Background: an optimization exercise with open tools, aiming at small area. Do not read the settings as production practice. Only simulation tests tie the RTL to the original design; equivalence was not proved. No activity file was given, so power comes from the tool's default toggle rates.

===== flow/run.sh =====
#!/bin/bash
# Own layout flow: the standard synthesis script, except that ABC maps the
# combinational logic with an area-oriented script (flow/area.abc) instead of
# ORFS's delay-oriented one. Registers, their names and cell types are those
# of the standard synthesis (flip-flops are mapped before ABC runs, and ABC
# does not touch them). Then the standard layout from floorplan to finish,
# with a leaner clock tree (no dummy loads) and small port buffers.
# Every tool writes its full output to a log file in the work folder.
set -euo pipefail
W=$PWD
export MY_ABC_SCRIPT=$W/flow/area.abc
cat > $W/flow_synth.tcl <<'EOT'
proc abc {args} {
  set i [lsearch -exact $args -script]
  if {$i >= 0} { set args [lreplace $args $i [expr {$i+1}] -script $::env(MY_ABC_SCRIPT)] }
  yosys abc {*}$args
}
EOT
echo "source $W/synth_recipe.tcl" >> $W/flow_synth.tcl
source $W/flow/knobs.sh
bash standard.sh SYNTH_SCRIPT=$W/flow_synth.tcl synth > $W/flow_1_synth.log 2>&1
bash standard.sh SYNTH_SCRIPT=$W/flow_synth.tcl "${KNOBS[@]}" finish > $W/flow_2_layout.log 2>&1

===== flow/area.abc =====
&get -n
&st
&dch
&nf -R 1000
&put

===== flow/knobs.sh =====
KNOBS=(
  "CTS_ARGS=-sink_clustering_enable -repair_clock_nets -dont_use_dummy_load -sink_clustering_size 16 -sink_clustering_max_diameter 80 -buf_list sky130_fd_sc_hd__clkbuf_8"
  "BUFFER_PORTS_ARGS=-buffer_cell sky130_fd_sc_hd__buf_1"
)

===== standard.sh =====
#!/bin/bash
# synth_recipe.tcl (not shown) runs the flow's synth.tcl, then flattens the netlist and writes it again
# the make line also repeats each setting of config.mk as NAME=value (left out here)
make -C /OpenROAD-flow-scripts/flow DESIGN_CONFIG=/design/flow/config.mk WORK_HOME=/design/flow/orfs CLKGATE_MAP_FILE= SYNTH_SCRIPT=/design/flow/synth_recipe.tcl "${@:-finish}"

===== config.mk =====
export PLATFORM = sky130hd
export DESIGN_NAME = bp_gshare_predictor
export DESIGN_NICKNAME = bp_gshare_predictor
export VERILOG_FILES = /design/flow/design.v
export SDC_FILE = /design/flow/constraint.sdc
export NUM_CORES = 4
export LEC_CHECK = 0
export CAP_MARGIN = 0
export CORE_MARGIN = 2
export CORE_UTILIZATION = 50
export SLEW_MARGIN = 0
export SYNTH_HIERARCHICAL = 1

===== constraint.sdc =====
create_clock -name core_clock -period 8.0 [get_ports {clk}]
set_input_delay 1.6000 -clock core_clock [delete_from_list [all_inputs] [get_ports {clk}]]
set_output_delay 1.6000 -clock core_clock [all_outputs]
set_load 0.01 [all_outputs]

===== design.v =====
module bp_counter_table (
    input  logic       clk,
    input  logic       rst_b,
    input  logic [7:0] i_rd_idx,
    output logic       o_rd_taken,
    input  logic       i_wr_en,
    input  logic [7:0] i_wr_idx,
    input  logic       i_wr_taken
);
    logic r_clr;
    always_ff @(posedge clk or negedge rst_b) begin
        if (!rst_b) r_clr <= 1'b1;
        else        r_clr <= 1'b0;
    end
    logic [15:0] w_row_n;
    logic [15:0] w_col_n;
    always_comb begin
        for (int r = 0; r < 16; r++) w_row_n[r] = ~(i_wr_en && (i_wr_idx[7:4] == r[3:0]));
        for (int c = 0; c < 16; c++) w_col_n[c] = ~(i_wr_idx[3:0] == c[3:0]);
    end
    logic [255:0] w_sel;     
    logic [255:0] w_h;       
    logic [255:0] w_ln;      
    logic [255:0] w_h_d;     
    logic         w_new_h, w_new_ln;
    for (genvar i = 0; i < 256; i++) begin : g_ent
        bp_ctr_entry u_ent (
            .clk     (clk),
            .i_row_n (w_row_n[i / 16]),
            .i_col_n (w_col_n[i % 16]),
            .i_clr   (r_clr),
            .i_h     (w_new_h),
            .i_ln    (w_new_ln),
            .o_sel   (w_sel[i]),
            .o_h     (w_h[i]),
            .o_ln    (w_ln[i]),
            .o_h_d   (w_h_d[i])
        );
    end
    logic w_cur_h, w_cur_ln;
    bp_ctr_rd256 u_rd_h  (.i_sel(w_sel), .i_dat(w_h),  .o_or(w_cur_h));
    bp_ctr_rd256 u_rd_ln (.i_sel(w_sel), .i_dat(w_ln), .o_or(w_cur_ln));
    logic w_h_c, w_ln_c;
    assign w_h_c    = w_cur_h  & ~r_clr;
    assign w_ln_c   = w_cur_ln & ~r_clr;
    assign w_new_h  = (w_h_c & ~w_ln_c) | (w_h_c & i_wr_taken) | (~w_ln_c & i_wr_taken);
    assign w_new_ln = ~((w_h_c & w_ln_c) | (w_h_c & i_wr_taken) | (w_ln_c & i_wr_taken));
    logic [15:0] w_rd_col;
    logic [15:0] w_grp_n;
    always_comb begin
        for (int c = 0; c < 16; c++) w_rd_col[c] = (i_rd_idx[3:0] == c[3:0]);
    end
    for (genvar g = 0; g < 16; g++) begin : g_rd
        bp_ctr_rd16 u_rd (.i_sel(w_rd_col), .i_dat(w_h_d[g*16 +: 16]), .o_or_n(w_grp_n[g]));
    end
    assign o_rd_taken = ~w_grp_n[i_rd_idx[7:4]];
endmodule
module bp_ctr_entry (
    input  logic clk,
    input  logic i_row_n,
    input  logic i_col_n,
    input  logic i_clr,
    input  logic i_h,
    input  logic i_ln,
    output logic o_sel,
    output logic o_h,
    output logic o_ln,
    output logic o_h_d
);
    logic r_h, r_ln;
    logic w_keep, w_ln_d;
    assign o_sel  = ~(i_row_n | i_col_n);
    assign w_keep = ~(o_sel | i_clr);
    assign o_h_d  = (o_sel & i_h)  | (w_keep & r_h);
    assign w_ln_d = (o_sel & i_ln) | (w_keep & r_ln);
    always_ff @(posedge clk) begin
        r_h  <= o_h_d;
        r_ln <= w_ln_d;
    end
    assign o_h  = r_h;
    assign o_ln = r_ln;
endmodule
module bp_ctr_aoi3 (
    input  logic [2:0] i_sel,
    input  logic [2:0] i_dat,
    output logic       o_n
);
    assign o_n = ~((i_sel[0] & i_dat[0]) | (i_sel[1] & i_dat[1]) | (i_sel[2] & i_dat[2]));
endmodule
module bp_ctr_rd9 (
    input  logic [8:0] i_sel,
    input  logic [8:0] i_dat,
    output logic       o_or
);
    logic [2:0] w_n;
    for (genvar k = 0; k < 3; k++) begin : g_k
        bp_ctr_aoi3 u_aoi (.i_sel(i_sel[k*3 +: 3]), .i_dat(i_dat[k*3 +: 3]), .o_n(w_n[k]));
    end
    assign o_or = ~&w_n;
endmodule
module bp_ctr_rd16 (
    input  logic [15:0] i_sel,
    input  logic [15:0] i_dat,
    output logic        o_or_n
);
    logic [5:0] w_n;
    for (genvar k = 0; k < 5; k++) begin : g_k
        bp_ctr_aoi3 u_aoi (.i_sel(i_sel[k*3 +: 3]), .i_dat(i_dat[k*3 +: 3]), .o_n(w_n[k]));
    end
    assign w_n[5] = ~(i_sel[15] & i_dat[15]);
    assign o_or_n = &w_n;
endmodule
module bp_ctr_rd256 (
    input  logic [255:0] i_sel,
    input  logic [255:0] i_dat,
    output logic         o_or
);
    logic [28:0] w_g;
    for (genvar g = 0; g < 28; g++) begin : g_g
        bp_ctr_rd9 u_rd (.i_sel(i_sel[g*9 +: 9]), .i_dat(i_dat[g*9 +: 9]), .o_or(w_g[g]));
    end
    assign w_g[28] = |(i_sel[255:252] & i_dat[255:252]);
    assign o_or = |w_g;
endmodule
module bp_gshare_predictor (
    input  logic       clk,
    input  logic       rst_b,
    input  logic       pred_valid,
    input  logic [9:2] pred_addr,
    output logic       pred_resp_valid,
    output logic       pred_taken,
    output logic [7:0] pred_index,
    input  logic       upd_valid,
    input  logic [7:0] upd_index,
    input  logic       upd_taken,
    input  logic       upd_pred,
    output logic [7:0] ghr,
    output logic [15:0] miss_count
);
    logic [7:0]  r_ghr;
    logic [15:0] r_miss;
    logic        r_resp_valid;
    logic        r_taken;
    logic [7:0]  r_index;
    logic [7:0]  w_pred_idx;
    logic        w_pred_taken;
    assign w_pred_idx = pred_addr ^ r_ghr;
    bp_counter_table u_table (
        .clk        (clk),
        .rst_b      (rst_b),
        .i_rd_idx   (w_pred_idx),
        .o_rd_taken (w_pred_taken),
        .i_wr_en    (upd_valid),
        .i_wr_idx   (upd_index),
        .i_wr_taken (upd_taken)
    );
    always_ff @(posedge clk or negedge rst_b) begin
        if (!rst_b) begin
            r_resp_valid <= 1'b0;
            r_taken      <= 1'b0;
            r_index      <= '0;
        end else begin
            r_resp_valid <= pred_valid;
            if (pred_valid) begin
                r_taken <= w_pred_taken;
                r_index <= w_pred_idx;
            end
        end
    end
    always_ff @(posedge clk or negedge rst_b) begin
        if (!rst_b) begin
            r_ghr <= '0;
        end else if (upd_valid) begin
            r_ghr <= {r_ghr[6:0], upd_taken};
        end
    end
    always_ff @(posedge clk or negedge rst_b) begin
        if (!rst_b) begin
            r_miss <= '0;
        end else if (upd_valid && (upd_taken != upd_pred) && (r_miss != 16'hffff)) begin
            r_miss <= r_miss + 16'd1;
        end
    end
    assign pred_resp_valid = r_resp_valid;
    assign pred_taken      = r_taken;
    assign pred_index      = r_index;
    assign ghr             = r_ghr;
    assign miss_count      = r_miss;
endmodule

==> implementation parameters, run 1 <==
Parameter                              Value

Hold path
  Worst min-delay path class    reg -> reg
  Launch point of the worst hold path    u_table.g_ent[172].u_ent.r_ln
  Number of cells on the worst hold path    1
  Worst hold endpoint    u_table.g_ent[172].u_ent.r_ln

Floorplan
  Floorplan core area    43,080 µm²
  Top-level port count    56
  Die ar.    ~45,000 µm²
  Height of the chip    212.9 µm
  Die boundary width    ~210 µm
  # rows    76
  Starting utilization of the core area    roughly 51%

Finish
  Post-route cell area    around 24,000 µm²
  Share of final-layout standard cells stronger than drive strength 1    6.377%
  Fill cells    around 3,900
  Area of the multi-input gates    around 11,000 µm²
  Number of nets in the final layout    2,330
  Layout area overhead    10.89%
  Register cell area after layout    roughly 11,000 µm²
  Final core utilization    56.19%
  Final Non-Filler Cells    2,891

Global route
  Number of antenna violations at the first check in global routing    0
  Overall global routing resource usage    34.11%
  Total congestion overflow    0
  Global-route wire length before repair    116.3 mm
  Number of global-route vias before repair    between 15,000 and 20,000
  Maximum number of pins on one net before global-route repair    160

Clock network
  Clock insertion delay at the later pin of the skew report    660 ps
  Count of buffers added by post-CTS timing repair for setup    0
  Clock Sinks    roughly 550
  Reg clk slew, reported paths    110 ps
  CTS max path bufs    3
  Number of hold buffers added after CTS    0
  CTS Root Cell    sky130_fd_sc_hd__clkbuf_8
  Number of levels the H-tree was split into    2
  TritonCTS clock tree    built
  Number of gates resized after cts    0
  Total CTS buffers    40

Power
  Switching pwr    1.335 mW
  Static Leakage    8.730 nW
  Part of the power in the clock network    between 20 and 30%
  Relative contribution of combinational cells to total power    a little over a tenth
  Internal power component    approximately 3.4 mW
  Sequential power share    approximately three fifths
  Pwr per Cell Area    roughly 190 nW/µm²
  Max rail drop VDD    0.2034 mV
  Post-layout total power    about 4.7 mW
  Net Sw Frac    roughly 28%

Timing
  Total setup violations reported at the end of the flow    0
  Total negative slack for setup checks    0 ps
  Final min period    7300 ps
  Final Skew    48.64 ps
  Min Hold Slack    477.3 ps
  Number of max-slew violations in the final report    0
  Tcrit/Tclk final    91.25%
  Setup repair after global routing missed its margin    false
  Highest attainable clock frequency    approximately 0.14 GHz
  Final Hold Vio Count    0
  Transition time at the pin with the least slew margin    roughly 1200 ps
  Post-route setup slack    between 600 and 700 ps
  Slew margin rel.    between 15 and 20%

Detailed routing
  Routed via count divided by cell count    7.026
  Number of iterations in the first detailed-routing pass    9
  Initial detailed-routing violation count    between 2,000 and 3,000
  Total wirelength of the detailed-routed design    approximately 80 mm
  Drt drc    0
  Average detailed-routed wire length per instance    27.35 µm
  Number of nets with antenna violations after detailed routing    0
  Vias post-DR    20,310

Synthesis
  Unique cell type count in the Yosys netlist    30
  Top area cells in the synthesized netlist    sky130_fd_sc_hd__dfxtp_1 47%, sky130_fd_sc_hd__a22o_1 21%, sky130_fd_sc_hd__a222oi_1 11%, sky130_fd_sc_hd__nor2_1 9.4%, sky130_fd_sc_hd__dfrtp_1 3.9%
  Count of flip-flops with a built-in enable after synthesis    0
  Async set or reset register ratio after synthesis    roughly 6.4%
  Share of synthesized area occupied by flip-flops and latches    between 50 and 60%
  Synth Area per Inst    approximately 10 µm²
  Share of the synthesized area in the top cell type    between 40% and 50%
  Most instantiated flip-flop cell in the synthesis netlist    sky130_fd_sc_hd__dfxtp_1
  Net count of the mapped netlist    between 2,000 and 2,500
  Most frequent cell after synthesis    sky130_fd_sc_hd__nor2_1
  Number of storage elements in the synthesis netlist    roughly 550
  Gate count after technology mapping    2,127
  Synthesized area    between 20,000 and 25,000 µm²
  Yosys Warn Count    9
  Most area-hungry cell type in the Yosys netlist    sky130_fd_sc_hd__dfxtp_1
  Top cell types by occurrence after synthesis    548 x sky130_fd_sc_hd__nor2_1, 512 x sky130_fd_sc_hd__a22o_1, 512 x sky130_fd_sc_hd__dfxtp_1

Setup path
  Max Fanout on Critical Path    49
  R2r setup slk    between 2000 and 3000 ps
  Terminus of the critical flop-to-flop path    r_taken
  CP Data Arrival Time    between 7000 and 8000 ps
  Critical path launch point type    primary input
  Nature of the critical path endpoint    flip-flop
  R2R depth    17
  R2R Path Start    u_table.g_ent[135].u_ent.r_h
  Critical path required time    around 8500 ps
  Worst setup path class    in -> reg

Placement
  Cell count after placement    roughly 2,900
  Number of buffers inserted by port buffering    55
  Minimum setup slack after placement    approximately 260 ps
  Total cell area at the placement stage    around 24,000 µm²
  Routability-driven placement congestion ratio    roughly 0.9
  Detailed placer's ending HPWL    roughly 50 mm

Status
  Outcome  no timing/DRC/antenna violations

Run
  Number of maximum-capacitance constraint violations    0
==> worst max-delay path, stage by stage <==
cell and delay, ps:
sky130_fd_sc_hd__buf_1 310, sky130_fd_sc_hd__and3_1 320, sky130_fd_sc_hd__nand2_1 520, sky130_fd_sc_hd__nor2_1 210
sky130_fd_sc_hd__a222oi_1 410, sky130_fd_sc_hd__nand3_1 120, sky130_fd_sc_hd__nor4_1 580, sky130_fd_sc_hd__nand4_1 180
sky130_fd_sc_hd__nor2_1 120, sky130_fd_sc_hd__nand4_1 90, sky130_fd_sc_hd__nor2b_1 180, sky130_fd_sc_hd__maj3_4 400
sky130_fd_sc_hd__buf_4 310, sky130_fd_sc_hd__a22o_1 310, sky130_fd_sc_hd__a222oi_1 540, sky130_fd_sc_hd__nand3_1 180
sky130_fd_sc_hd__nor2_1 420, sky130_fd_sc_hd__mux4_2 320, sky130_fd_sc_hd__nand2_1 60, sky130_fd_sc_hd__a32o_1 280
sky130_fd_sc_hd__mux2_1 290
==> power by group through the flow <==
| stage | combinational, mW | sequential (mW) | clock, mW |
|---|---|---|---|
| 2_1_floorplan | 0.209 | 2.91 | 0 |
| 3_3_place_gp | 0.501 | 2.90 | 0 |
| 3_5_place_dp | 0.505 | 2.90 | 0 |
| 4_1_cts | 0.505 | 2.84 | 1.37 |
| 5_1_grt | 0.539 | 2.85 | 1.47 |
| 6_report | 0.516 | 2.84 | 1.34 |
==> cells by family (layout without fill, tap and decap cells) <==
logic type	Yosys count	in the layout	synth area share, %
fa+ha+maj	2	2	0.1032
compound gates	767	767	32.15
xor+xnor	24	24	0.9630
other cells	1	2	0.01718
buf+inv	1	179	0.01718
flops	547	547	50.98
simple gates	763	763	14.43
mux	22	22	1.341
==> Yosys stat by module, one instance, submodules excluded <==
module | copies in the design | flip-flops and latches
bp_ctr_aoi3 | 248 | 0
bp_ctr_rd256 | 2 | 0
bp_gshare_predictor | 1 | 34
bp_ctr_entry | 256 | 2
bp_counter_table | 1 | 1
bp_ctr_rd9 | 56 | 0
bp_ctr_rd16 | 16 | 0
==> placed cells by master (no fill, tap or decap), types with 2 or more instances in the layout <==
master	count
sky130_fd_sc_hd__a222oi_1	248
sky130_fd_sc_hd__a22o_1	512
sky130_fd_sc_hd__a22oi_1	4
sky130_fd_sc_hd__and3_1	3
sky130_fd_sc_hd__buf_1	54
sky130_fd_sc_hd__buf_12	11
sky130_fd_sc_hd__buf_4	72
sky130_fd_sc_hd__clkbuf_8	40
sky130_fd_sc_hd__dfrtp_1	34
sky130_fd_sc_hd__dfxtp_1	512
sky130_fd_sc_hd__mux2_1	18
sky130_fd_sc_hd__mux4_2	4
sky130_fd_sc_hd__nand2_1	45
sky130_fd_sc_hd__nand2b_1	5
sky130_fd_sc_hd__nand3_1	107
sky130_fd_sc_hd__nand4_1	14
sky130_fd_sc_hd__nor2_1	539
sky130_fd_sc_hd__nor2_4	9
sky130_fd_sc_hd__nor2b_1	9
sky130_fd_sc_hd__nor3_1	4
sky130_fd_sc_hd__nor3_2	6
sky130_fd_sc_hd__nor3b_1	2
sky130_fd_sc_hd__nor4_1	15
sky130_fd_sc_hd__xnor2_1	8
sky130_fd_sc_hd__xor2_1	16
==> sequential cells by signal, summed over array words and instances, names as in the netlist <==
signal	flops
u_table.g_ent.u_ent.r_h	256
u_table.g_ent.u_ent.r_ln	256
r_miss	16
r_ghr	8
r_index	8
r_resp_valid	1
r_taken	1
u_table.r_clr	1
==> layout make-up <==
class / instances / area share, %
Clock buffer: 40 / 2.275
Sequential cell: 547 / 45.99
Timing Repair Buffer: 138 / 4.001
Tap cell: 585 / 3.024
Inverter: 1 / 0.01551
Multi-Input combinational cell: 1579 / 44.69
Antenna cell: 1 / 0.01034
==> metal layers <==
layer  vias to the layer above  global-route usage, %  wire length (µm)  share of wire (%)
met3                       192                  6.192              7576                9.6
li1                       9105                      -                 -                  -
met4                         0                  16.01              3655                4.6
met1                      9918                  46.26             32890                 42
met2                      1098                  52.75             34950                 44
met5                         -                      0                 0                  0
==> how the worst max path moves through the flow <==
| stage | cells after the start | start | endpoint | slack (ps) |
|---|---|---|---|---|
| floorplan | 19 | upd_index[6] | r_taken | 670 |
| global placement | 21 | upd_valid | r_taken | 260 |
| detailed placement | 21 | upd_valid | r_taken | 260 |
| CTS | 21 | upd_valid | r_taken | 930 |
| global route | 21 | upd_index[5] | r_taken | 530 |
| finish | 21 | upd_valid | r_taken | 700 |
==> run 2: changes to the inputs <==
--- a/design.v
+++ b/design.v
@@ -13,32 +13,43 @@
         else        r_clr <= 1'b0;
     end
-    logic [15:0] w_row_n;
-    logic [15:0] w_col_n;
+    logic [15:0] w_row;
+    logic [15:0] w_col;
     always_comb begin
-        for (int r = 0; r < 16; r++) w_row_n[r] = ~(i_wr_en && (i_wr_idx[7:4] == r[3:0]));
-        for (int c = 0; c < 16; c++) w_col_n[c] = ~(i_wr_idx[3:0] == c[3:0]);
+        for (int r = 0; r < 16; r++) w_row[r] = i_wr_en && (i_wr_idx[7:4] == r[3:0]);
+        for (int c = 0; c < 16; c++) w_col[c] = (i_wr_idx[3:0] == c[3:0]);
     end
-    logic [255:0] w_sel;     
     logic [255:0] w_h;       
     logic [255:0] w_ln;      
     logic [255:0] w_h_d;     
     logic         w_new_h, w_new_ln;
+    logic [15:0]  w_row_h;   
+    logic [15:0]  w_row_ln;  
+    logic [15:0]  w_row_k;   
+    logic [15:0]  w_col_k;   
+    assign w_row_h  = w_row & {16{w_new_h}};
+    assign w_row_ln = w_row & {16{w_new_ln}};
+    assign w_row_k  = w_row | {16{r_clr}};
+    assign w_col_k  = w_col | {16{r_clr}};
     for (genvar i = 0; i < 256; i++) begin : g_ent
         bp_ctr_entry u_ent (
-            .clk     (clk),
-            .i_row_n (w_row_n[i / 16]),
-            .i_col_n (w_col_n[i % 16]),
-            .i_clr   (r_clr),
-            .i_h     (w_new_h),
-            .i_ln    (w_new_ln),
-            .o_sel   (w_sel[i]),
-            .o_h     (w_h[i]),
-            .o_ln    (w_ln[i]),
-            .o_h_d   (w_h_d[i])
+            .clk      (clk),
+            .i_col    (w_col[i % 16]),
+            .i_row_k  (w_row_k[i / 16]),
+            .i_col_k  (w_col_k[i % 16]),
+            .i_row_h  (w_row_h[i / 16]),
+            .i_row_ln (w_row_ln[i / 16]),
+            .o_h      (w_h[i]),
+            .o_ln     (w_ln[i]),
+            .o_h_d    (w_h_d[i])
         );
     end
+    logic [15:0] w_rh_n, w_rln_n;
+    for (genvar r = 0; r < 16; r++) begin : g_wr
+        bp_ctr_rd16 u_rd_h  (.i_sel(w_col), .i_dat(w_h[r*16 +: 16]),  .o_or_n(w_rh_n[r]));
+        bp_ctr_rd16 u_rd_ln (.i_sel(w_col), .i_dat(w_ln[r*16 +: 16]), .o_or_n(w_rln_n[r]));
+    end
     logic w_cur_h, w_cur_ln;
-    bp_ctr_rd256 u_rd_h  (.i_sel(w_sel), .i_dat(w_h),  .o_or(w_cur_h));
-    bp_ctr_rd256 u_rd_ln (.i_sel(w_sel), .i_dat(w_ln), .o_or(w_cur_ln));
+    assign w_cur_h  = |(w_row & ~w_rh_n);
+    assign w_cur_ln = |(w_row & ~w_rln_n);
     logic w_h_c, w_ln_c;
     assign w_h_c    = w_cur_h  & ~r_clr;
@@ -58,10 +69,9 @@
 module bp_ctr_entry (
     input  logic clk,
-    input  logic i_row_n,
-    input  logic i_col_n,
-    input  logic i_clr,
-    input  logic i_h,
-    input  logic i_ln,
-    output logic o_sel,
+    input  logic i_row_k,
+    input  logic i_col,
+    input  logic i_col_k,
+    input  logic i_row_h,
+    input  logic i_row_ln,
     output logic o_h,
     output logic o_ln,
@@ -70,8 +80,7 @@
     logic r_h, r_ln;
     logic w_keep, w_ln_d;
-    assign o_sel  = ~(i_row_n | i_col_n);
-    assign w_keep = ~(o_sel | i_clr);
-    assign o_h_d  = (o_sel & i_h)  | (w_keep & r_h);
-    assign w_ln_d = (o_sel & i_ln) | (w_keep & r_ln);
+    assign w_keep = ~(i_row_k & i_col_k);
+    assign o_h_d  = (i_col & i_row_h)  | (w_keep & r_h);
+    assign w_ln_d = (i_col & i_row_ln) | (w_keep & r_ln);
     always_ff @(posedge clk) begin
         r_h  <= o_h_d;
@@ -88,15 +97,4 @@
     assign o_n = ~((i_sel[0] & i_dat[0]) | (i_sel[1] & i_dat[1]) | (i_sel[2] & i_dat[2]));
 endmodule
-module bp_ctr_rd9 (
-    input  logic [8:0] i_sel,
-    input  logic [8:0] i_dat,
-    output logic       o_or
-);
-    logic [2:0] w_n;
-    for (genvar k = 0; k < 3; k++) begin : g_k
-        bp_ctr_aoi3 u_aoi (.i_sel(i_sel[k*3 +: 3]), .i_dat(i_dat[k*3 +: 3]), .o_n(w_n[k]));
-    end
-    assign o_or = ~&w_n;
-endmodule
 module bp_ctr_rd16 (
     input  logic [15:0] i_sel,
@@ -110,16 +108,4 @@
     assign w_n[5] = ~(i_sel[15] & i_dat[15]);
     assign o_or_n = &w_n;
-endmodule
-module bp_ctr_rd256 (
-    input  logic [255:0] i_sel,
-    input  logic [255:0] i_dat,
-    output logic         o_or
-);
-    logic [28:0] w_g;
-    for (genvar g = 0; g < 28; g++) begin : g_g
-        bp_ctr_rd9 u_rd (.i_sel(i_sel[g*9 +: 9]), .i_dat(i_dat[g*9 +: 9]), .o_or(w_g[g]));
-    end
-    assign w_g[28] = |(i_sel[255:252] & i_dat[255:252]);
-    assign o_or = |w_g;
 endmodule
 module bp_gshare_predictor (
==> implementation parameters, run 2 <==
Parameter                              Value

Synthesis
  Compound-gate portion of the synthesized area    roughly 33%
  Most area-hungry cell type in the Yosys netlist    sky130_fd_sc_hd__dfxtp_1
  Count of flip-flops with a built-in enable after synthesis    0
  Share of the synthesized area in the top cell type    about 48%
  Async set or reset register ratio after synthesis    about 6.4%
  Largest family of logic cells by synthesized area    compound AO/OA/AOI/OAI gates
  Share of synthesized area occupied by flip-flops and latches    around 52%
  Simple-gate share of the synthesized area    12.53%
  Top cell types by occurrence after synthesis    512 x sky130_fd_sc_hd__a22o_1, 512 x sky130_fd_sc_hd__dfxtp_1, 329 x sky130_fd_sc_hd__nand2_1
  Post-synthesis share of cell area spent on xor and xnor gates    less than 1%
  Synthesized area    ~21,000 µm²
  Proportion of synthesized area in mux cells    around 1.4%
  Top area cells in the synthesized netlist    sky130_fd_sc_hd__dfxtp_1 48%, sky130_fd_sc_hd__a22o_1 21%, sky130_fd_sc_hd__a222oi_1 11%, sky130_fd_sc_hd__nand2_1 5.8%, sky130_fd_sc_hd__dfrtp_1 4.0%
  Adder-cell share of the synthesized area    less than 1%
  Yosys Warn Count    9
  Number of storage elements in the synthesis netlist    547
  Most instantiated flip-flop cell in the synthesis netlist    sky130_fd_sc_hd__dfxtp_1
  Gate count after technology mapping    approximately 2,000
  Net count of the mapped netlist    2,018
  Unique cell type count in the Yosys netlist    33
  Synth Area per Inst    between 10 and 15 µm²

Setup path
  Critical path required time    about 8600 ps
  Terminus of the critical flop-to-flop path    r_taken
  CP Data Arrival Time    about 7400 ps
  R2R depth    18
  Max Fanout on Critical Path    42
  R2R Path Start    u_table.g_ent[89].u_ent.r_h
  Critical path launch point type    primary input
  Worst setup path class    in -> reg
  R2r setup slk    between 3000 and 4000 ps
  Nature of the critical path endpoint    flip-flop

Status
  Outcome  no timing/DRC/antenna violations

Floorplan
  Starting utilization of the core area    50.79%
  # rows    75
  Floorplan core area    42,040 µm²
  Height of the chip    210.6 µm
  Top-level port count    56
  Die ar.    between 40,000 and 50,000 µm²
  Die boundary width    approximately 210 µm

Clock network
  Count of buffers added by post-CTS timing repair for setup    0
  Total CTS buffers    40
  Number of gates resized after cts    0
  Reg clk slew, reported paths    about 100 ps
  CTS Root Cell    sky130_fd_sc_hd__clkbuf_8
  TritonCTS clock tree    built
  Clock Sinks    547
  Number of hold buffers added after CTS    0
  Clock insertion delay at the later pin of the skew report    around 660 ps
  Number of levels the H-tree was split into    2
  CTS max path bufs    3

Placement
  Detailed placer's ending HPWL    49.85 mm
  Total cell area at the placement stage    23,310 µm²
  Minimum setup slack after placement    around 730 ps
  Number of buffers inserted by port buffering    55
  Routability-driven placement congestion ratio    approximately 0.92

Detailed routing
  Average detailed-routed wire length per instance    about 30 µm
  Initial detailed-routing violation count    between 3,000 and 4,000
  Drt drc    0
  Routed via count divided by cell count    7.321
  Number of nets with antenna violations after detailed routing    0
  Total wirelength of the detailed-routed design    ~81 mm
  Number of iterations in the first detailed-routing pass    7
  Vias post-DR    19,920

Timing
  Final Hold Vio Count    0
  Final min period    6863 ps
  Setup repair after global routing missed its margin    false
  Total setup violations reported at the end of the flow    0
  Transition time at the pin with the least slew margin    about 1300 ps
  Total negative slack for setup checks    0 ps
  Slew margin rel.    10.51%
  Highest attainable clock frequency    0.1457 GHz
  Final Skew    about 66 ps
  Post-route setup slack    1137 ps
  Number of max-slew violations in the final report    0
  Tcrit/Tclk final    85.78%

Finish
  Number of nets in the final layout    2,205
  Final core utilization    56.78%
  Share of final-layout standard cells stronger than drive strength 1    under 10%
  Largest registers    u_table.g_ent.u_ent.r_h (256), u_table.g_ent.u_ent.r_ln (256), r_miss (16)
  Leading cell types in the layout, fill and taps excluded    512 x sky130_fd_sc_hd__a22o_1, 512 x sky130_fd_sc_hd__dfxtp_1, 329 x sky130_fd_sc_hd__nand2_1, 240 x sky130_fd_sc_hd__a222oi_1, 108 x sky130_fd_sc_hd__nand3_1
  Layout area overhead    11.80%
  Register cell area after layout    ~11,000 µm²
  Fill cells    between 3,000 and 4,000
  Post-route cell area    approximately 24,000 µm²
  Area of the multi-input gates    about 10,000 µm²

Global route
  Number of global-route vias before repair    roughly 19,000
  Global-route wire length before repair    approximately 120 mm
  Total congestion overflow    0
  Overall global routing resource usage    between 30% and 40%
  Maximum number of pins on one net before global-route repair    66
  Number of antenna violations at the first check in global routing    2

Run
  Number of maximum-capacitance constraint violations    0

Hold path
  Launch point of the worst hold path    u_table.g_ent[11].u_ent.r_ln
  Worst hold endpoint    u_table.g_ent[11].u_ent.r_ln
  Worst min-delay path class    reg -> reg
  Number of cells on the worst hold path    1

Power
  Static Leakage    ~9 nW
  Max rail drop VDD    0.1849 mV
  Pwr per Cell Area    200.0 nW/µm²
## run 2: per-module statistics from Yosys (local to each module, per instance)
module | flip-flops and latches | area [µm²]
bp_gshare_predictor | 34 | 1458
bp_counter_table | 1 | 954.7
bp_ctr_entry | 2 | 61.31
bp_ctr_rd16 | 0 | 17.52
bp_ctr_aoi3 | 0 | 10.01
## run 2: how the worst max path moves through the flow
stage | from | endpoint | slack [ps] | cells past startpoint
after CTS | upd_index[0] | r_taken | 1370 | 22
final | upd_index[0] | r_taken | 1140 | 22
after detailed placement | upd_index[0] | r_taken | 730 | 22
after global routing | upd_index[0] | r_taken | 820 | 22
after floorplan | upd_index[0] | r_taken | 240 | 18
after global placement | upd_index[0] | r_taken | 750 | 22
## run 2: per-layer routing
layer | GRT usage (%) | share of wire, % | up-vias
met1 | 48.43 | 40 | 9788
met3 | 7.493 | 11 | 198
met4 | 15.86 | 4.5 | 0
li1 | - | - | 8708
met2 | 54.79 | 44 | 1226
met5 | 0 | 0 | -
## run 2: power breakdown
| part | total (mW) | internal (mW) | switching (mW) |
|---|---|---|---|
| Combinational | 0.601 | 0.143 | 0.458 |
| Clock | 1.33 | 0.451 | 0.883 |
| Sequential | 2.84 | 2.78 | 0.0547 |
## run 2: area by class of cell
type                       count  area share, %
multi-input combinational   1447          43.84
tap                          539          2.825
sequential                   547          46.61
antenna                        2        0.02097
clock buffer                  40          2.306
timing repair buffer         145          4.382
inverter                       1        0.01572
## run 2: per-stage QoR
stage          power [mW]  hold slack [ps]  std cells
2_1_floorplan       3.164            438.3       1995
3_3_place_gp        3.474            451.4       2679
3_5_place_dp        3.480            451.4       2679
4_1_cts             4.779            472.0       2719
5_1_grt             4.927            493.3       2720
6_report            4.775            475.9       2721
## run 2: cell families (layout without fill, tap and decap cells)
logic type / Yosys count / after routing
compound gates: 774 / 774
simple gates: 625 / 625
flops: 547 / 547
xor+xnor: 24 / 24
mux: 22 / 22
fa+ha+maj: 1 / 1
other cells: 1 / 3
buf+inv: 1 / 186
## run 2: critical path, cell delays in order
cell and delay (ps):
sky130_fd_sc_hd__buf_1 310, sky130_fd_sc_hd__nand2b_1 330, sky130_fd_sc_hd__nor2_4 1020, sky130_fd_sc_hd__buf_4 390, sky130_fd_sc_hd__a222oi_1 120, sky130_fd_sc_hd__nand3_1 90
sky130_fd_sc_hd__nor2_1 50, sky130_fd_sc_hd__o22ai_1 240, sky130_fd_sc_hd__nor4_1 100, sky130_fd_sc_hd__a21oi_1 230, sky130_fd_sc_hd__nand2_1 100, sky130_fd_sc_hd__a21o_1 200
sky130_fd_sc_hd__buf_4 160, sky130_fd_sc_hd__nor2_1 850, sky130_fd_sc_hd__a22o_1 300, sky130_fd_sc_hd__a222oi_1 120, sky130_fd_sc_hd__nand3_1 190, sky130_fd_sc_hd__nor2_1 130
sky130_fd_sc_hd__mux4_2 490, sky130_fd_sc_hd__nand2_1 90, sky130_fd_sc_hd__a32o_1 160, sky130_fd_sc_hd__mux2_1 120
==> run 3: changes to the inputs <==
--- a/design.v
+++ b/design.v
@@ -21,5 +21,4 @@
     logic [255:0] w_h;       
     logic [255:0] w_ln;      
-    logic [255:0] w_h_d;     
     logic         w_new_h, w_new_ln;
     logic [15:0]  w_row_h;   
@@ -40,6 +39,5 @@
             .i_row_ln (w_row_ln[i / 16]),
             .o_h      (w_h[i]),
-            .o_ln     (w_ln[i]),
-            .o_h_d    (w_h_d[i])
+            .o_ln     (w_ln[i])
         );
     end
@@ -59,11 +57,14 @@
     logic [15:0] w_rd_col;
     logic [15:0] w_grp_n;
+    logic        w_rd_h, w_byp;
     always_comb begin
         for (int c = 0; c < 16; c++) w_rd_col[c] = (i_rd_idx[3:0] == c[3:0]);
     end
     for (genvar g = 0; g < 16; g++) begin : g_rd
-        bp_ctr_rd16 u_rd (.i_sel(w_rd_col), .i_dat(w_h_d[g*16 +: 16]), .o_or_n(w_grp_n[g]));
+        bp_ctr_rd16 u_rd (.i_sel(w_rd_col), .i_dat(w_h[g*16 +: 16]), .o_or_n(w_grp_n[g]));
     end
-    assign o_rd_taken = ~w_grp_n[i_rd_idx[7:4]];
+    assign w_rd_h     = ~w_grp_n[i_rd_idx[7:4]] & ~r_clr;
+    assign w_byp      = i_wr_en && (i_wr_idx == i_rd_idx);
+    assign o_rd_taken = w_byp ? w_new_h : w_rd_h;
 endmodule
 module bp_ctr_entry (
@@ -75,14 +76,13 @@
     input  logic i_row_ln,
     output logic o_h,
-    output logic o_ln,
-    output logic o_h_d
+    output logic o_ln
 );
     logic r_h, r_ln;
-    logic w_keep, w_ln_d;
+    logic w_keep, w_h_d, w_ln_d;
     assign w_keep = ~(i_row_k & i_col_k);
-    assign o_h_d  = (i_col & i_row_h)  | (w_keep & r_h);
+    assign w_h_d  = (i_col & i_row_h)  | (w_keep & r_h);
     assign w_ln_d = (i_col & i_row_ln) | (w_keep & r_ln);
     always_ff @(posedge clk) begin
-        r_h  <= o_h_d;
+        r_h  <= w_h_d;
         r_ln <= w_ln_d;
     end
--- a/config.mk
+++ b/config.mk
@@ -8,5 +8,5 @@
 export CAP_MARGIN = 0
 export CORE_MARGIN = 2
-export CORE_UTILIZATION = 50
+export CORE_UTILIZATION = 72
 export SLEW_MARGIN = 0
 export SYNTH_HIERARCHICAL = 1
==> implementation parameters, run 3 <==
Parameter                              Value

Global route
  Number of global-route vias before repair    a little under 20,000
  Global-route wire length before repair    around 110 mm
  Total congestion overflow    0
  Number of antenna violations at the first check in global routing    1
  Maximum number of pins on one net before global-route repair    between 60 and 70
  Overall global routing resource usage    approximately 47%

Synthesis
  Most instantiated flip-flop cell in the synthesis netlist    sky130_fd_sc_hd__dfxtp_1
  Synth Area per Inst    between 10 and 15 µm²
  Async set or reset register ratio after synthesis    under 10%
  Yosys Warn Count    9
  Number of storage elements in the synthesis netlist    between 500 and 600
  Share of synthesized area occupied by flip-flops and latches    between 50% and 60%
  Top area cells in the synthesized netlist    sky130_fd_sc_hd__dfxtp_1 48%, sky130_fd_sc_hd__a22o_1 21%, sky130_fd_sc_hd__a222oi_1 11%, sky130_fd_sc_hd__nand2_1 5.7%, sky130_fd_sc_hd__dfrtp_1 4.0%
  Count of flip-flops with a built-in enable after synthesis    0
  Share of the synthesized area in the top cell type    a little under half
  Synthesized area    around 21,000 µm²
  Net count of the mapped netlist    2,033
  Most area-hungry cell type in the Yosys netlist    sky130_fd_sc_hd__dfxtp_1
  Top cell types by occurrence after synthesis    512 x sky130_fd_sc_hd__a22o_1, 512 x sky130_fd_sc_hd__dfxtp_1, 328 x sky130_fd_sc_hd__nand2_1
  Unique cell type count in the Yosys netlist    33
  Gate count after technology mapping    2,010

Timing
  Number of max-slew violations in the final report    0
  Setup repair after global routing missed its margin    false
  Final Hold Vio Count    0
  Slew margin rel.    10.19%
  Total setup violations reported at the end of the flow    0
  Final Skew    around 61 ps
  Highest attainable clock frequency    about 0.15 GHz
  Total negative slack for setup checks    0 ps
  Tcrit/Tclk final    roughly four fifths
  Final min period    6484 ps
  Transition time at the pin with the least slew margin    between 1000 and 1500 ps

Setup path
  Worst setup path class    in -> reg
  Nature of the critical path endpoint    flip-flop
  R2R depth    14
  Max Fanout on Critical Path    37
  Critical path required time    8500 ps
  CP Data Arrival Time    6990 ps
  Critical path launch point type    primary input

Clock network
  CTS Root Cell    sky130_fd_sc_hd__clkbuf_8
  CTS max path bufs    3
  Number of gates resized after cts    0
  Number of hold buffers added after CTS    0
  Clock insertion delay at the later pin of the skew report    600 ps
  Clock Sinks    547
  Total CTS buffers    40
  Reg clk slew, reported paths    around 100 ps
  Count of buffers added by post-CTS timing repair for setup    0
  Number of levels the H-tree was split into    2
  TritonCTS clock tree    built

Finish
  Number of nets in the final layout    2,195
  Layout area overhead    8.990%
  Largest registers    u_table.g_ent.u_ent.r_h (256), u_table.g_ent.u_ent.r_ln (256), r_miss (16)
  Share of final-layout standard cells stronger than drive strength 1    6.452%
  Leading cell types in the layout, fill and taps excluded    512 x sky130_fd_sc_hd__a22o_1, 512 x sky130_fd_sc_hd__dfxtp_1, 328 x sky130_fd_sc_hd__nand2_1, 240 x sky130_fd_sc_hd__a222oi_1, 109 x sky130_fd_sc_hd__nand3_1

Detailed routing
  Number of nets with antenna violations after detailed routing    0
  Vias post-DR    20,920
  Total wirelength of the detailed-routed design    approximately 76 mm
  Initial detailed-routing violation count    approximately 4,600
  Average detailed-routed wire length per instance    29.56 µm
  Number of iterations in the first detailed-routing pass    14
  Drt drc    0
  Routed via count divided by cell count    between 8 and 9

Placement
  Detailed placer's ending HPWL    approximately 47 mm
  Routability-driven placement congestion ratio    between 0.9 and 1
  Number of buffers inserted by port buffering    between 50 and 60

Hold path
  Worst min-delay path class    reg -> reg
  Number of cells on the worst hold path    1

Floorplan
  # rows    63
  Floorplan core area    29,480 µm²
  Starting utilization of the core area    between 70% and 80%
  Height of the chip    176.6 µm
  Die boundary width    roughly 180 µm
  Die ar.    between 30,000 and 40,000 µm²
  Top-level port count    56

Power
  Post-layout total power    approximately 4.7 mW
  Max rail drop VDD    0.2017 mV
  Static Leakage    ~9 nW
  Pwr per Cell Area    a little over 200 nW/µm²

Status
  Outcome  no timing/DRC/antenna violations

Run
  Number of maximum-capacitance constraint violations    0
## run 3: area by class of cell
cell class                 instances  area (µm²)
sequential                       547       11130
multi-input combinational       1462       10480
fill                            1994        6106
timing repair buffer             120       720.7
clock buffer                      40       550.5
tap                              390       488.0
antenna                            2       5.005
inverter                           1       3.754
## run 3: per-module statistics from Yosys (local to each module, per instance)
module	area [µm²]	flops+latches
bp_ctr_entry	61.31	2
bp_counter_table	1051	1
bp_gshare_predictor	1458	34
bp_ctr_rd16	17.52	0
bp_ctr_aoi3	10.01	0
## run 3: layer usage
metal  part of all wire (%)  track usage, %  wire length, µm
met1                     36           62.46            27230
met2                     41           66.73            31010
met3                     16           13.39            11830
met4                    7.5           30.41             5651
met5                      0               0                0
## run 3: cells by family after synthesis
| logic type | synth area share [%] |
|---|---|
| flip-flops | 51.88 |
| AO/OA/AOI/OAI | 32.78 |
| adder cells (fa/ha/maj) | 0.05833 |
| XOR/XNOR | 1.307 |
| other | 0.01749 |
| buffers and inverters | 0.01749 |
| AND/OR/NAND/NOR | 12.58 |
| multiplexers | 1.365 |
## run 3: worst paths after layout
check	slack [ps]	end	from
setup / recovery	1520	u_table.g_ent[96].u_ent.r_ln	upd_index[0]
hold / removal	480	u_table.g_ent[51].u_ent.r_ln	u_table.g_ent[51].u_ent.r_ln
setup reg to reg	3280	r_taken	r_ghr[2]
hold reg to reg	480	u_table.g_ent[51].u_ent.r_ln	u_table.g_ent[51].u_ent.r_ln
max in group asynchronous	6320	r_miss[12]	rst_b
min in group asynchronous	1140	r_resp_valid	rst_b
## run 3: power by group
part	total (mW)	internal, mW	switching [mW]
combinational	0.602	0.141	0.461
sequential	2.84	2.78	0.0549
clock	1.31	0.451	0.859
total	4.75	3.38	1.37
## run 3: stage by stage
| stage | area (µm²) | setup WS (ps) | utilization, % | cells | hold slack [ps] |
|---|---|---|---|---|---|
| 2_1_floorplan | 21450 | 672.4 | - | 2010 | 438.3 |
| 3_3_place_gp | 22820 | 1366 | 77.40 | 2520 | 450.7 |
| 3_5_place_dp | 22820 | 1271 | 77.40 | 2520 | 451.5 |
| 4_1_cts | 23370 | 1863 | 79.27 | 2560 | 480.1 |
| 5_1_grt | 23370 | 1405 | 79.28 | 2561 | 491.2 |
| 6_report | 23370 | 1516 | 79.29 | 2562 | 479.8 |
## run 3: critical path, cell delays in order
cell and delay (ps):
sky130_fd_sc_hd__buf_1 360, sky130_fd_sc_hd__nand2b_1 410, sky130_fd_sc_hd__nor2_4 270, sky130_fd_sc_hd__buf_4 360, sky130_fd_sc_hd__a222oi_1 390, sky130_fd_sc_hd__nand3_1 200
sky130_fd_sc_hd__nor2_1 240, sky130_fd_sc_hd__o22ai_1 120, sky130_fd_sc_hd__nor4_1 550, sky130_fd_sc_hd__a21oi_1 210, sky130_fd_sc_hd__o21ai_0 230, sky130_fd_sc_hd__nand2_1 540
sky130_fd_sc_hd__nor2_1 1140, sky130_fd_sc_hd__a22o_1 310
==> run 4: changes to the inputs <==
--- a/config.mk
+++ b/config.mk
@@ -8,5 +8,5 @@
 export CAP_MARGIN = 0
 export CORE_MARGIN = 2
-export CORE_UTILIZATION = 72
+export CORE_UTILIZATION = 50
 export SLEW_MARGIN = 0
 export SYNTH_HIERARCHICAL = 1
==> implementation parameters, run 4 <==
Parameter                              Value

Finish
  Share of final-layout standard cells stronger than drive strength 1    7.654%
  Layout area overhead    10.84%
  Largest registers    u_table.g_ent.u_ent.r_h (256), u_table.g_ent.u_ent.r_ln (256), r_miss (16)
  Leading cell types in the layout, fill and taps excluded    512 x sky130_fd_sc_hd__a22o_1, 512 x sky130_fd_sc_hd__dfxtp_1, 328 x sky130_fd_sc_hd__nand2_1, 240 x sky130_fd_sc_hd__a222oi_1, 109 x sky130_fd_sc_hd__nand3_1
  Number of nets in the final layout    2,220

Placement
  Number of buffers inserted by port buffering    between 50 and 60
  Routability-driven placement congestion ratio    about 0.93
  Detailed placer's ending HPWL    50.01 mm

Synthesis
  Top area cells in the synthesized netlist    sky130_fd_sc_hd__dfxtp_1 48%, sky130_fd_sc_hd__a22o_1 21%, sky130_fd_sc_hd__a222oi_1 11%, sky130_fd_sc_hd__nand2_1 5.7%, sky130_fd_sc_hd__dfrtp_1 4.0%
  Async set or reset register ratio after synthesis    6.399%
  Most instantiated flip-flop cell in the synthesis netlist    sky130_fd_sc_hd__dfxtp_1
  Gate count after technology mapping    2,010
  Share of synthesized area occupied by flip-flops and latches    between 50% and 60%
  Most area-hungry cell type in the Yosys netlist    sky130_fd_sc_hd__dfxtp_1
  Top cell types by occurrence after synthesis    512 x sky130_fd_sc_hd__a22o_1, 512 x sky130_fd_sc_hd__dfxtp_1, 328 x sky130_fd_sc_hd__nand2_1
  Synthesized area    21,450 µm²
  Unique cell type count in the Yosys netlist    33
  Synth Area per Inst    around 11 µm²
  Net count of the mapped netlist    2,033
  Yosys Warn Count    9
  Count of flip-flops with a built-in enable after synthesis    0
  Number of storage elements in the synthesis netlist    approximately 550
  Share of the synthesized area in the top cell type    around 48%

Power
  Relative contribution of combinational cells to total power    between 10% and 20%
  Max rail drop VDD    ~0.17 mV
  Pwr per Cell Area    about 200 nW/µm²
  Internal power component    approximately 3.4 mW
  Sequential power share    59.3%
  Part of the power in the clock network    around 28%
  Static Leakage    9.022 nW
  Switching pwr    about 1.4 mW
  Net Sw Frac    29.32%

Hold path
  Worst hold endpoint    u_table.g_ent[177].u_ent.r_ln
  Worst min-delay path class    reg -> reg
  Number of cells on the worst hold path    1
  Launch point of the worst hold path    u_table.g_ent[177].u_ent.r_ln

Detailed routing
  Vias post-DR    between 20,000 and 25,000
  Initial detailed-routing violation count    around 3,800
  Average detailed-routed wire length per instance    about 30 µm
  Number of iterations in the first detailed-routing pass    7
  Routed via count divided by cell count    about 7.3
  Total wirelength of the detailed-routed design    between 80 and 90 mm
  Number of nets with antenna violations after detailed routing    0
  Drt drc    0

Setup path
  Critical path launch point type    primary input
  Maximum cell stage delay along the critical path    1100 ps
  Cell chain of the critical path    buf_1, nand2b_1, nor2_4, buf_4, a222oi_1, nand3_1, nor2_1, o22ai_1, nor4_1, a31oi_1, o21ai_0, nand2_1, nor2_1, a22o_1
  Terminus of the critical flop-to-flop path    u_table.g_ent[165].u_ent.r_ln
  Worst setup path class    in -> reg
  Worst Setup SP    upd_index[2]
  R2r setup slk    between 3000 and 4000 ps
  R2R depth    10
  Cell at the slowest stage of the critical path    sky130_fd_sc_hd__nor2_1
  Cell type with the highest occurrence count on the critical path    sky130_fd_sc_hd__nor2_1
  Max Fanout on Critical Path    38
  R2R Path Start    u_table.g_ent[220].u_ent.r_ln
  CP Data Arrival Time    around 6800 ps
  Nature of the critical path endpoint    flip-flop
  Critical path required time    between 8000 and 9000 ps

Floorplan
  Die boundary width    between 200 and 250 µm
  Floorplan core area    42,130 µm²
  Starting utilization of the core area    about half
  # rows    75
  Die ar.    approximately 45,000 µm²
  Height of the chip    around 210 µm
  Top-level port count    between 50 and 60

Timing
  Final Skew    47.92 ps
  Transition time at the pin with the least slew margin    1319 ps
  Total setup violations reported at the end of the flow    0
  Highest attainable clock frequency    0.1607 GHz
  Final Hold Vio Count    0
  Min Hold Slack    between 400 and 500 ps
  Slew margin rel.    roughly an eighth
  Setup repair after global routing missed its margin    false
  Tcrit/Tclk final    roughly 80%
  Total negative slack for setup checks    0 ps
  Number of max-slew violations in the final report    0
  Final min period    a little over 6000 ps

Global route
  Overall global routing resource usage    about a third
  Number of antenna violations at the first check in global routing    3
  Total congestion overflow    0
  Global-route wire length before repair    between 100 and 150 mm
  Number of global-route vias before repair    about 19,000
  Maximum number of pins on one net before global-route repair    66

Clock network
  Clock Sinks    547
  Reg clk slew, reported paths    approximately 100 ps
  Count of buffers added by post-CTS timing repair for setup    0
  Clock insertion delay at the later pin of the skew report    between 600 and 700 ps
  Number of hold buffers added after CTS    0
  Number of gates resized after cts    0
  TritonCTS clock tree    built
  Total CTS buffers    40
  Number of levels the H-tree was split into    2
  CTS Root Cell    sky130_fd_sc_hd__clkbuf_8
  CTS max path bufs    3

Status
  Outcome  no timing/DRC/antenna violations

Run
  Number of maximum-capacitance constraint violations    0
run 4: cell count changes in the layout (fill, tap and decap cells not counted):
| cell | before | now |
|---|---|---|
| sky130_fd_sc_hd__diode_2 | 2 | 3 |
| sky130_fd_sc_hd__or2_0 | 16 | 0 |
| sky130_fd_sc_hd__buf_12 | 2 | 3 |
| sky130_fd_sc_hd__nor2_1 | 97 | 94 |
| sky130_fd_sc_hd__buf_4 | 63 | 87 |
| sky130_fd_sc_hd__or2_1 | 0 | 16 |
| sky130_fd_sc_hd__nor2_2 | 6 | 9 |
run 4: metrics by stage:
step / instances / util, % / power, mW / cell area, µm² / worst slack, ps
after floorplan: 2010 / - / 3.173 / 21450 / 672.4
after global placement: 2694 / 55.09 / 3.479 / 23210 / 1450
after detailed placement: 2694 / 55.09 / 3.487 / 23210 / 1339
after CTS: 2734 / 56.40 / 4.788 / 23760 / 2006
after global routing: 2737 / 56.42 / 4.938 / 23770 / 1637
final: 2737 / 56.42 / 4.786 / 23770 / 1778
run 4: final cells by class:
class                   instances  area, µm²
flip-flops and latches        547      11130
well taps                     539      674.4
inverters                       1      3.754
diodes                          3      7.507
multi-input cells            1462      10490
fillers                      3741      18360
clock buffers                  40      550.5
repair buffers                145      920.9
run 4: cells by family (layout without fill, tap and decap cells):
logic type	after synthesis	count (layout)	share of synthesized area [%]
AO/OA/AOI/OAI	775	775	32.78
XOR/XNOR	32	32	1.307
adder cells (fa/ha/maj)	1	1	0.05833
buffers and inverters	1	186	0.01749
flip-flops	547	547	51.88
multiplexers	22	22	1.365
other	1	4	0.01749
AND/OR/NAND/NOR	631	631	12.58
run 4: layer usage:
layer	wire (µm)	vias to the layer above	global-route usage [%]
met3	9815	202	8.400
met2	33400	1289	50.34
met4	4435	0	19.06
li1	-	8735	-
met5	0	-	0
met1	33320	9816	48.71
run 4: Yosys stat by module (local to each module, per instance):
module,cells inside,cell area (µm²),flops+latches
bp_ctr_aoi3,1,10.01,0
bp_counter_table,186,1051,1
bp_ctr_entry,5,61.31,2
bp_gshare_predictor,112,1458,34
bp_ctr_rd16,4,17.52,0
run 4: worst max path at each step:
stage | to | slack [ps]
final | u_table.g_ent[165].u_ent.r_ln | 1780
after global routing | u_table.g_ent[243].u_ent.r_h | 1640
after CTS | u_table.g_ent[209].u_ent.r_h | 2010
after detailed placement | u_table.g_ent[243].u_ent.r_h | 1340
after global placement | u_table.g_ent[254].u_ent.r_h | 1450
after floorplan | u_table.g_ent[100].u_ent.r_h | 670
run 4: power by group through the flow:
stage | Combinational, mW | Clock [mW] | Sequential [mW]
detailed placement | 0.590 | 0 | 2.90
floorplan | 0.265 | 0 | 2.91
global placement | 0.583 | 0 | 2.90
global route | 0.632 | 1.46 | 2.85
finish | 0.609 | 1.34 | 2.84
CTS | 0.591 | 1.36 | 2.84
run 4: critical path: cells and delay by family:
kind	cells	cell delay, ps
AOI/OAI and AO/OA	5	1200
and+or+nand+nor	7	3260
buffers and inverters	2	700
==> run 5: changes to the inputs <==
--- a/design.v
+++ b/design.v
@@ -141,4 +141,17 @@
         .i_wr_taken (upd_taken)
     );
+    logic       w_pv_n, w_uv_n;
+    logic       w_taken_d;
+    logic [7:0] w_index_d;
+    logic [7:0] w_ghr_d;
+    assign w_pv_n = ~pred_valid;
+    assign w_uv_n = ~upd_valid;
+    bp_ao22 u_taken_d (.i_a1(pred_valid), .i_a2(w_pred_taken), .i_b1(w_pv_n), .i_b2(r_taken), .o_y(w_taken_d));
+    for (genvar k = 0; k < 8; k++) begin : g_hold
+        bp_ao22 u_index_d (.i_a1(pred_valid), .i_a2(w_pred_idx[k]), .i_b1(w_pv_n), .i_b2(r_index[k]),
+                           .o_y(w_index_d[k]));
+        bp_ao22 u_ghr_d   (.i_a1(upd_valid), .i_a2((k == 0) ? upd_taken : r_ghr[k-1]), .i_b1(w_uv_n),
+                           .i_b2(r_ghr[k]), .o_y(w_ghr_d[k]));
+    end
     always_ff @(posedge clk or negedge rst_b) begin
         if (!rst_b) begin
@@ -148,8 +161,6 @@
         end else begin
             r_resp_valid <= pred_valid;
-            if (pred_valid) begin
-                r_taken <= w_pred_taken;
-                r_index <= w_pred_idx;
-            end
+            r_taken      <= w_taken_d;
+            r_index      <= w_index_d;
         end
     end
@@ -157,13 +168,20 @@
         if (!rst_b) begin
             r_ghr <= '0;
-        end else if (upd_valid) begin
-            r_ghr <= {r_ghr[6:0], upd_taken};
+        end else begin
+            r_ghr <= w_ghr_d;
         end
+    end
+    logic [16:0] w_carry;
+    logic [15:0] w_miss_d;
+    assign w_carry[0] = upd_valid && (upd_taken != upd_pred) && (r_miss != 16'hffff);
+    for (genvar k = 0; k < 16; k++) begin : g_miss
+        assign w_carry[k+1] = w_carry[k] & r_miss[k];
+        assign w_miss_d[k]  = r_miss[k] ^ w_carry[k];
     end
     always_ff @(posedge clk or negedge rst_b) begin
         if (!rst_b) begin
             r_miss <= '0;
-        end else if (upd_valid && (upd_taken != upd_pred) && (r_miss != 16'hffff)) begin
-            r_miss <= r_miss + 16'd1;
+        end else begin
+            r_miss <= w_miss_d;
         end
     end
@@ -174,2 +192,11 @@
     assign miss_count      = r_miss;
 endmodule
+module bp_ao22 (
+    input  logic i_a1,
+    input  logic i_a2,
+    input  logic i_b1,
+    input  logic i_b2,
+    output logic o_y
+);
+    assign o_y = (i_a1 & i_a2) | (i_b1 & i_b2);
+endmodule
==> flow/knobs.sh (replaced) <==
KNOBS=(
  "CTS_ARGS=-sink_clustering_enable -repair_clock_nets -dont_use_dummy_load -sink_clustering_size 16 -sink_clustering_max_diameter 80 -sink_clustering_buffer sky130_fd_sc_hd__clkbuf_8 -buf_list sky130_fd_sc_hd__clkbuf_4"
  "BUFFER_PORTS_ARGS=-buffer_cell sky130_fd_sc_hd__buf_1"
)
==> implementation parameters, run 5 <==
Parameter                              Value

Detailed routing
  Initial detailed-routing violation count    3,505
  Number of iterations in the first detailed-routing pass    10
  Drt drc    0
  Total wirelength of the detailed-routed design    around 80 mm
  Number of nets with antenna violations after detailed routing    0
  Routed via count divided by cell count    slightly above 7
  Average detailed-routed wire length per instance    around 30 µm
  Vias post-DR    between 15,000 and 20,000

Global route
  Maximum number of pins on one net before global-route repair    66
  Number of global-route vias before repair    18,590
  Overall global routing resource usage    roughly a third
  Global-route wire length before repair    approximately 120 mm
  Number of antenna violations at the first check in global routing    6
  Total congestion overflow    0

Synthesis
  Top cell types by occurrence after synthesis    529 x sky130_fd_sc_hd__a22o_1, 512 x sky130_fd_sc_hd__dfxtp_1, 318 x sky130_fd_sc_hd__nand2_1
  Unique cell type count in the Yosys netlist    27
  Most instantiated flip-flop cell in the synthesis netlist    sky130_fd_sc_hd__dfxtp_1
  Net count of the mapped netlist    ~2,000
  Gate count after technology mapping    about 2,000
  Top area cells in the synthesized netlist    sky130_fd_sc_hd__dfxtp_1 48%, sky130_fd_sc_hd__a22o_1 22%, sky130_fd_sc_hd__a222oi_1 11%, sky130_fd_sc_hd__nand2_1 5.6%, sky130_fd_sc_hd__dfrtp_1 4.0%
  Count of flip-flops with a built-in enable after synthesis    0
  Synthesized area    about 21,000 µm²
  Most frequent cell after synthesis    sky130_fd_sc_hd__a22o_1
  Number of storage elements in the synthesis netlist    approximately 550
  Yosys Warn Count    9
  Async set or reset register ratio after synthesis    under 10%
  Synth Area per Inst    ~11 µm²
  Most area-hungry cell type in the Yosys netlist    sky130_fd_sc_hd__dfxtp_1
  Share of the synthesized area in the top cell type    about half
  Share of synthesized area occupied by flip-flops and latches    52.22%

Clock network
  Clock Sinks    between 500 and 600
  Count of buffers added by post-CTS timing repair for setup    0
  CTS Root Cell    sky130_fd_sc_hd__clkbuf_4
  Reg clk slew, reported paths    about 100 ps
  CTS max path bufs    3
  Number of levels the H-tree was split into    2
  Total CTS buffers    40
  Clock insertion delay at the later pin of the skew report    between 800 and 900 ps
  TritonCTS clock tree    built
  Number of hold buffers added after CTS    0
  Number of gates resized after cts    0

Floorplan
  # rows    75
  Top-level port count    56
  Floorplan core area    42,040 µm²
  Starting utilization of the core area    about half
  Die ar.    about 44,000 µm²
  Height of the chip    approximately 210 µm
  Die boundary width    around 210 µm

Timing
  Min Hold Slack    475.1 ps
  Final min period    ~6000 ps
  Tcrit/Tclk final    72.89%
  Total negative slack for setup checks    0 ps
  Number of max-slew violations in the final report    0
  Slew margin rel.    between 15 and 20%
  Setup repair after global routing missed its margin    false
  Final Hold Vio Count    0
  Final Skew    66.14 ps
  Transition time at the pin with the least slew margin    roughly 1200 ps
  Highest attainable clock frequency    approximately 0.17 GHz
  Total setup violations reported at the end of the flow    0

Setup path
  CP Data Arrival Time    6590 ps
  Nature of the critical path endpoint    flip-flop
  Cell at the slowest stage of the critical path    sky130_fd_sc_hd__nor2_1
  Max Fanout on Critical Path    29
  Cell type with the highest occurrence count on the critical path    sky130_fd_sc_hd__nor2_1
  Critical path launch point type    primary input
  Critical path required time    between 8000 and 9000 ps
  Cell chain of the critical path    buf_1, nand2b_1, nor2_4, buf_4, a222oi_1, nand3_1, nor2_1, o22ai_1, nor4_1, a21oi_1, o21ai_0, nand2_1, nor2_1, a22o_1
  Worst setup path class    in -> reg
  Maximum cell stage delay along the critical path    roughly 1100 ps

Status
  Outcome  no timing/DRC/antenna violations

Power
  Static Leakage    around 9 nW
  Max rail drop VDD    0.1272 mV
  Pwr per Cell Area    ~200 nW/µm²

Finish
  Final Non-Filler Cells    2,695
  Share of final-layout standard cells stronger than drive strength 1    approximately 7.3%
  Layout area overhead    10.73%
  Most common cell after layout, fill and taps aside    sky130_fd_sc_hd__a22o_1
  Number of nets in the final layout    about 2,200
  Fill cells    between 3,000 and 4,000
  Leading cell types in the layout, fill and taps excluded    529 x sky130_fd_sc_hd__a22o_1, 512 x sky130_fd_sc_hd__dfxtp_1, 318 x sky130_fd_sc_hd__nand2_1, 240 x sky130_fd_sc_hd__a222oi_1, 105 x sky130_fd_sc_hd__nand3_1
  Final core utilization    a little under three fifths
  Largest registers    u_table.g_ent.u_ent.r_h (256), u_table.g_ent.u_ent.r_ln (256), r_miss (16)

Placement
  Detailed placer's ending HPWL    48.93 mm
  Routability-driven placement congestion ratio    between 0.8 and 0.9
  Number of buffers inserted by port buffering    55
  Cell count after placement    2,652

Run
  Number of maximum-capacitance constraint violations    0

Hold path
  Worst min-delay path class    reg -> reg
==> run 5: layout make-up <==
class	count	area [µm²]	area share [%]
antenna	3	7.507	0.03182
multi-input combinational	1432	10350	43.87
timing repair buffer	131	903.4	3.829
tap	539	674.4	2.858
sequential	547	11130	47.16
inverter	3	11.26	0.04773
clock buffer	40	519.2	2.201
==> run 5: worst max-delay path: cells and delay by family <==
family,cells,cell delay (ps)
and+or+nand+nor,7,2990
AOI/OAI and AO/OA,5,1290
buffers and inverters,2,670
==> run 5: worst paths after layout <==
check | from | to | slack, ps | cells after the start
min reg2reg | u_table.g_ent[179].u_ent.r_ln | u_table.g_ent[179].u_ent.r_ln | 480 | 1
min | u_table.g_ent[179].u_ent.r_ln | u_table.g_ent[179].u_ent.r_ln | 480 | 1
min in group asynchronous | rst_b | r_index[6] | 860 | 1
max in group asynchronous | rst_b | r_miss[15] | 6560 | 1
max reg2reg | r_ghr[1] | r_taken | 3310 | 14
max | upd_index[3] | u_table.g_ent[162].u_ent.r_ln | 2170 | 14
==> run 5: cell families (layout without fill, tap and decap cells) <==
logic type	Yosys count	count (layout)	share of synthesized area [%]
buffers and inverters	3	174	0.05284
and+or+nand+nor	602	602	11.98
DFF	547	547	52.22
adders and majority gates	15	15	0.8808
other	1	4	0.01760
xor gates and xnor gates	18	18	0.7399
muxes	4	4	0.4228
AOI/OAI and AO/OA	792	792	33.69
==> run 5: power breakdown <==
part / switching, mW / leakage (nW) / internal, mW
registers: 0.0368 / 4.58 / 2.77
logic: 0.387 / 4.19 / 0.109
clock network: 0.886 / 0.275 / 0.417
==> run 5: Yosys stat by module, one instance, submodules excluded <==
module	copies in the design	cell area, µm²
bp_ctr_entry	256	61.31
bp_ctr_rd16	48	17.52
bp_ao22	17	8.758
bp_gshare_predictor	1	1170
bp_ctr_aoi3	240	10.01
bp_counter_table	1	1051
==> run 5: metrics by stage <==
stage | setup slack, ps | area (µm²) | total power, mW
after floorplan | 672.4 | 21310 | 3.087
after global placement | 1636 | 23070 | 3.338
after detailed placement | 1451 | 23070 | 3.346
after CTS | 2300 | 23590 | 4.612
after global routing | 1939 | 23590 | 4.742
final | 2169 | 23590 | 4.604
==> run 5: routing by layer <==
layer  global-route usage [%]  routed length [µm]  vias to the layer above
li1                         -                   -                     8616
met1                    47.22               32670                     9580
met2                    53.39               34590                     1138
met3                    7.077                8077                      224
met4                    20.37                4779                        2
met5                        0                   7                        -
==> run 6: changes to the inputs <==
--- a/config.mk
+++ b/config.mk
@@ -8,5 +8,5 @@
 export CAP_MARGIN = 0
 export CORE_MARGIN = 2
-export CORE_UTILIZATION = 50
+export CORE_UTILIZATION = 72
 export SLEW_MARGIN = 0
 export SYNTH_HIERARCHICAL = 1
==> implementation parameters, run 6 <==
Parameter                              Value

Power
  Pwr per Cell Area    roughly 200 nW/µm²
  Max rail drop VDD    a little under 0.2 mV

Placement
  Routability-driven placement congestion ratio    ~1
  Total cell area at the placement stage    ~23,000 µm²
  Cell count after placement    approximately 2,500
  Number of buffers inserted by port buffering    55

Hold path
  Worst hold endpoint    u_table.g_ent[239].u_ent.r_ln
  Number of cells on the worst hold path    1

Finish
  Most common cell after layout, fill and taps aside    sky130_fd_sc_hd__a22o_1
  Share of final-layout standard cells stronger than drive strength 1    6.763%
  Area of the multi-input gates    slightly above 10,000 µm²
  Register cell area after layout    about 11,000 µm²
  Number of nets in the final layout    2,183
  Final Non-Filler Cells    approximately 2,500
  Layout area overhead    8.984%

Detailed routing
  Vias post-DR    just over 20,000
  Total wirelength of the detailed-routed design    75.36 mm
  Routed via count divided by cell count    between 8 and 9

Global route
  Overall global routing resource usage    between 40% and 50%
  Number of antenna violations at the first check in global routing    1

Clock network
  CTS max path bufs    3
  Number of gates resized after cts    0
  TritonCTS clock tree    built
  Count of buffers added by post-CTS timing repair for setup    0
  Number of hold buffers added after CTS    0
  Clock Sinks    547
  Reg clk slew, reported paths    around 100 ps
  CTS Root Cell    sky130_fd_sc_hd__clkbuf_4

Synthesis
  Largest family of logic cells by synthesized area    compound AO/OA/AOI/OAI gates
  Most instantiated flip-flop cell in the synthesis netlist    sky130_fd_sc_hd__dfxtp_1
  Synthesized area    between 20,000 and 25,000 µm²
  Adder-cell share of the synthesized area    less than 1%
  Proportion of synthesized area in mux cells    0.4228%
  Most frequent cell after synthesis    sky130_fd_sc_hd__a22o_1
  Top area cells in the synthesized netlist    sky130_fd_sc_hd__dfxtp_1 48%, sky130_fd_sc_hd__a22o_1 22%, sky130_fd_sc_hd__a222oi_1 11%, sky130_fd_sc_hd__nand2_1 5.6%, sky130_fd_sc_hd__dfrtp_1 4.0%
  Compound-gate portion of the synthesized area    between 30% and 40%

Floorplan
  Floorplan core area    approximately 29,000 µm²
  Starting utilization of the core area    between 70% and 80%
  # rows    62

Timing
  Transition time at the pin with the least slew margin    approximately 1400 ps
  Total setup violations reported at the end of the flow    0
  Setup repair after global routing missed its margin    false
  Final Skew    63.62 ps
  Final Hold Vio Count    0

Setup path
  Worst setup path class    in -> reg
  Max Fanout on Critical Path    57
  CP Data Arrival Time    just over 7000 ps
  R2r setup slk    3280 ps

Status
  Outcome  no timing/DRC/antenna violations
-- run 6: cell type report --
type / instances / area share, %
multi-input cells: 1432 / 44.55
inverters: 3 / 0.04849
repair buffers: 122 / 3.168
diodes: 1 / 0.01078
clock buffers: 40 / 2.236
flip-flops and latches: 547 / 47.91
well taps: 384 / 2.069
-- run 6: critical path: stages --
cell,delay [ps]
sky130_fd_sc_hd__buf_1,360
sky130_fd_sc_hd__nand2b_1,420
sky130_fd_sc_hd__nor3_2,90
sky130_fd_sc_hd__buf_4,380
sky130_fd_sc_hd__a222oi_1,480
sky130_fd_sc_hd__nand3_1,220
sky130_fd_sc_hd__nor2_1,170
sky130_fd_sc_hd__o22ai_1,130
sky130_fd_sc_hd__nor4_1,710
sky130_fd_sc_hd__a31oi_1,320
sky130_fd_sc_hd__o21ai_0,140
sky130_fd_sc_hd__nand2_1,600
sky130_fd_sc_hd__nor2_1,1240
sky130_fd_sc_hd__a22o_1,290
-- run 6: worst max path at each step --
stage	start	endpoint	slack, ps	cells past startpoint
floorplan	upd_index[3]	u_table.g_ent[100].u_ent.r_h	670	11
global placement	upd_index[3]	u_table.g_ent[98].u_ent.r_ln	1290	14
detailed placement	upd_index[3]	u_table.g_ent[102].u_ent.r_ln	1190	14
CTS	upd_index[3]	u_table.g_ent[97].u_ent.r_ln	1910	14
global route	upd_index[3]	u_table.g_ent[103].u_ent.r_ln	1330	14
finish	upd_index[3]	u_table.g_ent[212].u_ent.r_ln	1430	14
-- run 6: through the flow --
| step | util, % | setup WS (ps) |
|---|---|---|
| detailed placement | 78.45 | 1189 |
| floorplan | - | 672.4 |
| CTS | 80.25 | 1905 |
| finish | 80.26 | 1427 |
| global placement | 78.45 | 1293 |
| global route | 80.26 | 1325 |
-- run 6: per-module statistics from Yosys (local to each module, per instance) --
module | cells | flops+latches | area (µm²)
bp_counter_table | 186 | 1 | 1051
bp_ao22 | 1 | 0 | 8.758
bp_gshare_predictor | 67 | 34 | 1170
bp_ctr_aoi3 | 1 | 0 | 10.01
bp_ctr_entry | 5 | 2 | 61.31
bp_ctr_rd16 | 4 | 0 | 17.52
-- run 6: kinds of logic after synthesis --
logic type,count (synthesis)
other,1
buffers and inverters,3
XOR/XNOR,18
AO/OA/AOI/OAI,792
adder cells (fa/ha/maj),15
AND/OR/NAND/NOR,602
flip-flops,547
multiplexers,4
-- run 6: power by group --
part,total [mW],leakage [nW],internal (mW),switching [mW]
Clock,1.26,0.275,0.416,0.845
Combinational,0.486,4.09,0.107,0.380
Sequential,2.81,4.58,2.77,0.0382
Total,4.55,8.94,3.29,1.26
-- run 6: metal layers --
layer  global-route usage [%]  part of all wire [%]  wire [µm]
met2                    67.81                    41      31030
met5                    2.564                  0.14        102
met1                    61.08                    35      26390
met3                    13.87                    16      11860
met4                    30.82                   7.9       5984

Re-timed with assumed drivers on the ports (clkbuf_16 on the clock, buf_2 on other inputs), run 6 has 1.439 ns of setup slack against 1.427 ns with ideal ports, and 0.658 ns once port delays also move by the mid clock arrival of 0.781 ns.
